What follows belongs to an exercise in optimizing a design on an open flow for small area, a short achievable clock period and few clock cycles; a production flow would make more cautious choices. The RTL was checked by simulation tests, not by an equivalence proof against the original design.

==> run a: inputs <==
## cpu_multiciclo
module cpu_multiciclo #(
  parameter int DATA_W = 32,
  parameter int ADDR_W = 8
) (
  input  logic              clock,
  input  logic              reset,
  output logic              mem_en,
  output logic              mem_we,
  output logic [ADDR_W-1:0] mem_addr,
  output logic [DATA_W-1:0] mem_wdata,
  input  logic [DATA_W-1:0] mem_rdata,
  input  logic              mem_ready,
  output logic              halted,
  output logic [ADDR_W-1:0] pc_out,
  output logic [31:0]       instret,
  input  logic [3:0]        dbg_raddr,
  output logic [DATA_W-1:0] dbg_rdata
);
  localparam logic [3:0] OP_ADD  = 4'h0;
  localparam logic [3:0] OP_SUB  = 4'h1;
  localparam logic [3:0] OP_AND  = 4'h2;
  localparam logic [3:0] OP_OR   = 4'h3;
  localparam logic [3:0] OP_XOR  = 4'h4;
  localparam logic [3:0] OP_NOT  = 4'h5;
  localparam logic [3:0] OP_SHL  = 4'h6;
  localparam logic [3:0] OP_SHR  = 4'h7;
  localparam logic [3:0] OP_SAR  = 4'h8;
  localparam logic [3:0] OP_MUL  = 4'h9;
  localparam logic [3:0] OP_ADDI = 4'hA;
  localparam logic [3:0] OP_LW   = 4'hB;
  localparam logic [3:0] OP_SW   = 4'hC;
  localparam logic [3:0] OP_BEQ  = 4'hD;
  localparam logic [3:0] OP_JMP  = 4'hE;
  localparam logic [3:0] OP_HALT = 4'hF;
  logic [31:0] ir_r;       
  logic        irv_r;      
  logic [7:0]  pc_r;       
  logic        mst_r;      
  logic [31:0] ms_r;       
  logic [31:0] mc_r;       
  logic [31:0] regs_r [1:15];
  logic [15:1] rv_r;       
  logic [3:0]  op;
  logic [3:0]  rd;
  logic [3:0]  ra;
  logic [3:0]  rb;
  assign op = ir_r[31:28];
  assign rd = ir_r[27:24];
  assign rb = ir_r[19:16];
  assign ra = halted ? dbg_raddr : ir_r[23:20];
  logic [31:0] a_s, b_s;
  always_comb begin
    a_s = 32'd0;
    b_s = 32'd0;
    for (int i = 1; i < 16; i++) begin
      a_s = a_s | ({32{(ra == 4'(i)) && rv_r[i]}} & regs_r[i]);
      b_s = b_s | ({32{(rb == 4'(i)) && rv_r[i]}} & regs_r[i]);
    end
  end
  ...
clock: 10.0 ns
lec_check: 0
cap_margin: 30
core_margin: 2
core_utilization: 30
slew_margin: 30
run.sh (not shown) runs the stock make flow with config.mk's settings and CLKGATE_MAP_FILE= SYNTH_SCRIPT=/design/flow/synth_recipe.tcl, a recipe that flattens the netlist after the stock synthesis.
==> inputs of run b, as changes to run a <==
--- a/flow/design.v
+++ b/flow/design.v
@@ -28,93 +28,81 @@
   localparam logic [3:0] OP_MUL  = 4'h9;
   localparam logic [3:0] OP_ADDI = 4'hA;
   localparam logic [3:0] OP_LW   = 4'hB;
   localparam logic [3:0] OP_SW   = 4'hC;
   localparam logic [3:0] OP_BEQ  = 4'hD;
   localparam logic [3:0] OP_JMP  = 4'hE;
   localparam logic [3:0] OP_HALT = 4'hF;
-  logic [31:0] ir_r;       
+  logic [3:0]  op;
+  logic [3:0]  rd;
+  logic [15:0] imm;
+  logic [31:0] a_r;        
+  logic [31:0] b_r;        
   logic        irv_r;      
   logic [7:0]  pc_r;       
   logic        mst_r;      
   logic [31:0] ms_r;       
   logic [31:0] mc_r;       
   logic [31:0] regs_r [1:15];
   logic [15:1] rv_r;       
-  logic [3:0]  op;
-  logic [3:0]  rd;
-  logic [3:0]  ra;
-  logic [3:0]  rb;
-  assign op = ir_r[31:28];
-  assign rd = ir_r[27:24];
-  assign rb = ir_r[19:16];
-  assign ra = halted ? dbg_raddr : ir_r[23:20];
-  logic [31:0] a_s, b_s;
-  always_comb begin
-    a_s = 32'd0;
-    b_s = 32'd0;
-    for (int i = 1; i < 16; i++) begin
-      a_s = a_s | ({32{(ra == 4'(i)) && rv_r[i]}} & regs_r[i]);
-      b_s = b_s | ({32{(rb == 4'(i)) && rv_r[i]}} & regs_r[i]);
-    end
-  end
-  assign dbg_rdata = a_s;
   logic [31:0] simm;
   logic        sub;
   logic [31:0] opb;
   logic [32:0] sum_x;
   logic [31:0] sum;
-  assign simm  = {{16{ir_r[15]}}, ir_r[15:0]};
+  assign simm  = {{16{imm[15]}}, imm};
   assign sub   = (op == OP_SUB);
-  assign opb   = (op == OP_ADDI) ? simm : (sub ? ~b_s : b_s);
-  assign sum_x = {a_s, 1'b1} + {opb, sub};
+  assign opb   = (op == OP_ADDI) ? simm : (sub ? ~b_r : b_r);
+  assign sum_x = {a_r, 1'b1} + {opb, sub};
   assign sum   = sum_x[32:1];
   logic        left;
   logic [31:0] sh_in, sh_out, shl_out;
   logic        fill;
   logic [32:0] sh_x;
   assign left = (op == OP_SHL);
   always_comb begin
     for (int i = 0; i < 32; i++) begin
-      sh_in[i] = left ? a_s[31-i] : a_s[i];
+      sh_in[i] = left ? a_r[31-i] : a_r[i];
     end
   end
-  assign fill  = (op == OP_SAR) && a_s[31];
-  assign sh_x  = $signed({fill, sh_in}) >>> b_s[4:0];
+  assign fill   = (op == OP_SAR) && a_r[31];
+  assign sh_x   = $signed({fill, sh_in}) >>> b_r[4:0];
   assign sh_out = sh_x[31:0];
   always_comb begin
     for (int i = 0; i < 32; i++) begin
       shl_out[i] = sh_out[31-i];
     end
   end
   logic [31:0] csa_s, csa_c, mul_p;
-  cpu_mul_csa u_mul (.a(a_s), .b(b_s), .s(csa_s), .c(csa_c));
+  cpu_mul_csa u_mul (.a(a_r), .b(b_r), .s(csa_s), .c(csa_c));
   assign mul_p = ms_r + mc_r;
   logic [31:0] res;
   always_comb begin
     case (op)
       OP_ADD, OP_SUB, OP_ADDI: res = sum;
-      OP_AND:  res = a_s & b_s;
-      OP_OR:   res = a_s | b_s;
-      OP_XOR:  res = a_s ^ b_s;
-      OP_NOT:  res = ~a_s;
+      OP_AND:  res = a_r & b_r;
+      OP_OR:   res = a_r | b_r;
+      OP_XOR:  res = a_r ^ b_r;
+      OP_NOT:  res = ~a_r;
       OP_SHL:  res = shl_out;
       OP_SHR, OP_SAR: res = sh_out;
       default: res = mul_p;
     endcase
   end
   logic [7:0] pc1, pct, npc, ea;
   logic       is_mem, is_exec, taken;
-  assign pc1    = pc_r + 8'd1;
-  assign pct    = pc1 + ir_r[7:0];
-  assign taken  = (op == OP_BEQ) && (a_s == b_s);
-  assign npc    = (op == OP_JMP) ? ir_r[7:0] : (taken ? pct : pc1);
-  assign ea     = a_s[7:0] + ir_r[7:0];
-  assign is_mem = (op == OP_LW) || (op == OP_SW);
+  assign pc1     = pc_r + 8'd1;
+  assign pct     = pc1 + imm[7:0];
+  assign taken   = (op == OP_BEQ) && (a_r == b_r);
+  assign npc     = (op == OP_JMP) ? imm[7:0] : (taken ? pct : pc1);
+  assign ea      = a_r[7:0] + imm[7:0];
+  assign is_mem  = (op == OP_LW) || (op == OP_SW);
   assign is_exec = !is_mem && (op != OP_HALT) && !((op == OP_MUL) && !mst_r);
+  logic fetching;
+  assign fetching = !halted && (!irv_r || is_exec);
   always_comb begin
     mem_en   = 1'b0;
     mem_we   = 1'b0;
     mem_addr = pc_r;
     if (!halted) begin
       if (!irv_r) begin
         mem_en = 1'b1;
@@ -124,21 +112,37 @@
         mem_addr = ea;
       end else if (is_exec) begin
         mem_en   = 1'b1;
         mem_addr = npc;
       end
     end
   end
-  assign mem_wdata = b_s;
+  assign mem_wdata = b_r;
   assign pc_out    = pc_r;
+  logic        wex;
   logic        wen;
   logic [31:0] wd;
-  assign wen = !halted && irv_r && (op <= OP_LW) && (rd != 4'd0) &&
-               ((op == OP_LW) ? mem_ready : is_exec);
+  assign wex = !halted && irv_r && (op <= OP_MUL || op == OP_ADDI) && (rd != 4'd0) && is_exec;
+  assign wen = wex || (!halted && irv_r && (op == OP_LW) && (rd != 4'd0) && mem_ready);
   assign wd  = (op == OP_LW) ? mem_rdata : res;
+  logic [3:0]  fa, fb;
+  logic [31:0] ra_s, rb_s, d_s;
+  assign fa = mem_rdata[23:20];
+  assign fb = mem_rdata[19:16];
+  always_comb begin
+    ra_s = 32'd0;
+    rb_s = 32'd0;
+    d_s  = 32'd0;
+    for (int i = 1; i < 16; i++) begin
+      ra_s = ra_s | ({32{(fa == 4'(i)) && rv_r[i]}} & regs_r[i]);
+      rb_s = rb_s | ({32{(fb == 4'(i)) && rv_r[i]}} & regs_r[i]);
+      d_s  = d_s  | ({32{(dbg_raddr == 4'(i)) && rv_r[i]}} & regs_r[i]);
+    end
+  end
+  assign dbg_rdata = d_s;
   always_ff @(posedge clock) begin
     for (int i = 1; i < 16; i++) begin
       if (wen && (rd == 4'(i))) begin
         regs_r[i] <= wd;
       end
     end
   end
@@ -150,33 +154,36 @@
         if (wen && (rd == 4'(i))) begin
           rv_r[i] <= 1'b1;
         end
       end
     end
   end
   always_ff @(posedge clock) begin
-    if (irv_r && (op == OP_MUL) && !mst_r) begin
-      ms_r <= csa_s;
-      mc_r <= csa_c;
+    if (fetching && mem_ready) begin
+      op  <= mem_rdata[31:28];
+      rd  <= mem_rdata[27:24];
+      imm <= mem_rdata[15:0];
+      a_r <= (wex && (rd == fa)) ? res : ra_s;
+      b_r <= (wex && (rd == fb)) ? res : rb_s;
     end
   end
+  always_ff @(posedge clock) begin
+    ms_r <= csa_s;
+    mc_r <= csa_c;
+  end
   always_ff @(posedge clock or posedge reset) begin
     if (reset) begin
-      ir_r    <= 32'd0;
       irv_r   <= 1'b0;
       pc_r    <= 8'd0;
       mst_r   <= 1'b0;
       halted  <= 1'b0;
       instret <= 32'd0;
     end else if (!halted) begin
       if (!irv_r) begin
-        if (mem_ready) begin
-          ir_r  <= mem_rdata;
-          irv_r <= 1'b1;
-        end
+        irv_r <= mem_ready;
       end else if (is_mem) begin
         if (mem_ready) begin
           pc_r    <= pc1;
           irv_r   <= 1'b0;
           instret <= instret + 32'd1;
         end
       end else if (op == OP_HALT) begin
@@ -185,17 +192,14 @@
       end else if (!is_exec) begin
         mst_r <= 1'b1;
       end else begin
         mst_r   <= 1'b0;
         pc_r    <= npc;
         instret <= instret + 32'd1;
         irv_r   <= mem_ready;
-        if (mem_ready) begin
-          ir_r <= mem_rdata;
-        end
       end
     end
   end
 endmodule
 module cpu_mul_csa (
   input  logic [31:0] a,
   input  logic [31:0] b,
--- a/flow/config.mk
+++ b/flow/config.mk
@@ -4,8 +4,10 @@
 export VERILOG_FILES = /design/flow/design.v
 export SDC_FILE = /design/flow/constraint.sdc
 export NUM_CORES = 4
 export LEC_CHECK = 0
 export CAP_MARGIN = 30
 export CORE_MARGIN = 2
 export CORE_UTILIZATION = 30
+export SETUP_SLACK_MARGIN = 3
 export SLEW_MARGIN = 30
+export TNS_END_PERCENT = 100
==> comparison <==
- Synthesized area: run b is larger than run a (about 6%).
- Between run a and run b, the lower register-to-register slack is in run a (gap 2300 ps).
- Against run b, the sequential share of layout area of run a is lower by 1.1 points.
Testbench counts of run a, summed over its fixed seeds: cycles 16,593.
Testbench counts of run b, summed over its fixed seeds: cycles 16,593.

==> what the ideal ports hide <==
How much do the figures lean on ideal ports? The routed layouts below were timed once more, with nothing changed but the port constraints.
Step 1: set_driving_cell puts a clkbuf_16 on clock and a buf_2 on each other input, an assumption about the parent block.
Step 2 moves the port delays by t, midway between the first and last clock arrival at a register: inputs arrive t later, outputs are due t later. That takes back most of the time a late clock gives input paths.
Slacks: ideal ports / drivers / drivers and shift; pairs: ideal ports / drivers.
| run | shift t [ns] | setup slack, ns | worst hold slack (ns) | worst data-port slew with drivers (ns) | pins driven straight from the clock port |
|---|---|---|---|---|---|
| run a | 0.766 | 0.253 / 0.229 / 0.158 | 0.489 / 0.489 / 0.489 | 0.09 | 1 |
| run b | 0.782 | 2.958 / 2.901 / 2.901 | 0.485 / 0.485 / 0.485 | 0.13 | 1 |
After both steps setup and hold are still met in every run listed. For run a, which loses most, drivers alone change the setup slack by -0.024 ns; drivers and shift together by -0.095 ns.
